Context: an optimization exercise on an open-source flow, tuned for small area. The choices shown serve that exercise and are no tape-out recipe.
The RTL was checked by simulation tests, not by an equivalence proof against the original design.
Power is estimated from default activity; no workload was simulated.

Setup of main:
==> flow/design.v (excerpt) <==
module id_stage (
    input  logic        clk,
    input  logic        rst,
    input  logic [31:0] inst_i,
    input  logic        inst_valid_i,
    output logic        inst_ready_o,
    input  logic        ex_fwd_we_i,
    input  logic [4:0]  ex_fwd_waddr_i,
    input  logic [31:0] ex_fwd_wdata_i,
    input  logic        mem_fwd_we_i,
    input  logic [4:0]  mem_fwd_waddr_i,
    input  logic [31:0] mem_fwd_wdata_i,
    input  logic        wb_we_i,
    input  logic [4:0]  wb_waddr_i,
    input  logic [31:0] wb_wdata_i,
    output logic [7:0]  out_aluop_o,
    output logic [2:0]  out_alusel_o,
    output logic        out_we_o,
    output logic [4:0]  out_waddr_o,
    output logic [31:0] out_data1_o,
    output logic [31:0] out_data2_o,
    output logic        out_illegal_o,
    output logic        out_valid_o,
    input  logic        out_ready_i
);
For scale: about 230 I/O pins, ~0.044 mm^2 of cells after synthesis.
clock: 5.0 ns
lec_check: 0
cap_margin: 20
core_margin: 2
core_utilization: 40
cts_cluster_diameter: 120
cts_cluster_size: 25
place_density: 0.9
slew_margin: 20
synth_hierarchical: 1
synth_minimum_keep_size: 0
standard.sh (not shown) runs the stock make flow with config.mk's settings and CLKGATE_MAP_FILE= SYNTH_SCRIPT=/design/flow/synth_recipe.tcl, a recipe that flattens the netlist after the stock synthesis.
==> flow/flow/run.sh <==
#!/bin/bash
# The standard layout (the standard.sh: ORFS synthesis to final), with two
# changes to how ORFS calls OpenROAD:
#  - port buffers are the smallest buffer, buf_1, instead of the one buffer_ports
#    picks by default (repair_design and repair_timing still resize them as needed);
#  - CTS clusters sinks as config.mk says, inserts no dummy loads and builds
#    the tree above the leaves from clkbuf_8.
set -euo pipefail
cd "$(dirname "$0")/.."
export BUFFER_PORTS_ARGS="-buffer_cell sky130_fd_sc_hd__buf_1"
export CTS_ARGS="-sink_clustering_enable -repair_clock_nets -sink_clustering_size 25 -sink_clustering_max_diameter 120 -dont_use_dummy_load -root_buf sky130_fd_sc_hd__clkbuf_8 -tree_buf sky130_fd_sc_hd__clkbuf_8"
bash standard.sh > standard.log 2>&1
Input changes introduced in the feature branch (baseline for comparison: main):
# main
export LEC_CHECK = 0
export CAP_MARGIN = 20
export CORE_MARGIN = 2
export CORE_UTILIZATION = 40
export CTS_CLUSTER_DIAMETER = 120
export CTS_CLUSTER_SIZE = 25
export PLACE_DENSITY = 0.9
export SLEW_MARGIN = 20
export SYNTH_HIERARCHICAL = 1
export SYNTH_MINIMUM_KEEP_SIZE = 0
create_clock -name core_clock -period 5.0 [get_ports {clk}]
# the feature branch
export LEC_CHECK = 0
export CAP_MARGIN = 20
export CORE_MARGIN = 2
export CORE_UTILIZATION = 40
export CTS_CLUSTER_DIAMETER = 120
export CTS_CLUSTER_SIZE = 25
export PLACE_DENSITY = 0.8
export SLEW_MARGIN = 20
export SYNTH_HIERARCHICAL = 1
export SYNTH_MINIMUM_KEEP_SIZE = 0
create_clock -name core_clock -period 5.0 [get_ports {clk}]
==> flow/flow/run.sh <==
#!/bin/bash
# The standard layout (the standard.sh: ORFS synthesis to final), with two
# changes to how ORFS calls OpenROAD:
#  - port buffers are the smallest buffer, buf_1, instead of the one buffer_ports
#    picks by default (repair_design and repair_timing still resize them as needed);
#  - CTS clusters sinks as config.mk says and inserts no dummy loads.
set -euo pipefail
cd "$(dirname "$0")/.."
export BUFFER_PORTS_ARGS="-buffer_cell sky130_fd_sc_hd__buf_1"
export CTS_ARGS="-sink_clustering_enable -repair_clock_nets -sink_clustering_size 25 -sink_clustering_max_diameter 120 -dont_use_dummy_load"
bash standard.sh > standard.log 2>&1
==> summary.txt <==
The feature branch — critical path depth 1 lower, main as reference
The feature branch: via count about 1% below main
Measured against each other, main and the feature branch differ in global placer's final weighted congestion, the higher figure coming from the feature branch.
On clock power, the feature branch does worse than main.
On the feature branch: core utilization is 0.19 points higher than what main gave.
Proportion of power drawn by the clock network came out higher on the feature branch than on main.
Comparing main with the feature branch, the overall routed net length came out essentially unchanged.
The feature branch: detailed-routed wire length on met3 about 5% below main
Non-clock buffer count in the feature branch vs main: up 17

* * *

Setup of yarrow:
Another version of the RTL of id_stage (not shown whole).
Size: about 45000 µm² of cells after synthesis.
export LEC_CHECK = 0
export CAP_MARGIN = 20
export CORE_MARGIN = 2
export CORE_UTILIZATION = 40
export CTS_CLUSTER_DIAMETER = 120
export CTS_CLUSTER_SIZE = 25
export PLACE_DENSITY = 0.8
export SLEW_MARGIN = 20
export SYNTH_HIERARCHICAL = 1
export SYNTH_MINIMUM_KEEP_SIZE = 0
create_clock -name core_clock -period 5.0 [get_ports {clk}]
==> flow/flow/run.sh <==
#!/bin/bash
# The standard layout (the standard.sh: ORFS synthesis to final), with two
# changes to how ORFS calls OpenROAD:
#  - port buffers are the smallest buffer, buf_1, instead of the one buffer_ports
#    picks by default (repair_design and repair_timing still resize them as needed);
#  - CTS clusters sinks as config.mk says and inserts no dummy loads.
set -euo pipefail
cd "$(dirname "$0")/.."
export BUFFER_PORTS_ARGS="-buffer_cell sky130_fd_sc_hd__buf_1"
export CTS_ARGS="-sink_clustering_enable -repair_clock_nets -sink_clustering_size 25 -sink_clustering_max_diameter 120 -dont_use_dummy_load"
bash standard.sh > standard.log 2>&1
yarrow completed end to end with timing, DRC and antenna clean.
diff inputs: yarrow => garnet
- removing PLACE_DENSITY (formerly 0.8)
==> summary.txt <==
garnet ended with every stage complete and zero timing, DRC or antenna violations.
Part of the power in the clock network: garnet vs yarrow up 0.3 points
Against yarrow, garnet comes in 4 lower on count of TritonRoute iterations in the first routing pass.
According to the power report, total power for garnet is higher than for yarrow.
Of yarrow and garnet, the lower global-route wire length before repair belongs to yarrow.
On worst hold margin, yarrow and garnet are basically level.
Compared garnet against yarrow; part of the total power dissipated in combinational logic within noise.
Of yarrow and garnet, yarrow shows the higher longest individual stage delay on the worst path, with garnet below it.
Looking at worst-case clock skew, garnet sits 0.020 ns lower than yarrow does.
For highest achievable clock rate, dividing the value from garnet by the value from yarrow gives 1.06.

## separate check: timing with driven ports
In the flow no input, the clock included, has a driving cell. The finished layouts below were timed again as built, in two steps.
Step 1, drivers: a clkbuf_16 drives clk and a buf_2 each remaining input, both assumed.
Step 2 moves the port delays by t, midway between the first and last clock arrival at a register: inputs arrive t later, outputs are due t later. That takes back most of the time a late clock gives input paths.
Three values: ideal ports, drivers, drivers and shift; two values: the first two.
run	t, ns	setup slack, ns	worst setup path at the end
main	0.841	0.293 / 0.325 / -0.516	input to register
the feature branch	0.730	0.283 / 0.325 / -0.404	input to register
yarrow	0.728	0.358 / 0.393 / -0.335	input to register
garnet	0.720	0.603 / 0.618 / -0.102	input to register
With both steps, setup timing fails in every run listed, where it was met with ideal ports. The setup slack of main, which loses most, moves by +0.032 ns with the drivers and by -0.809 ns with both steps.
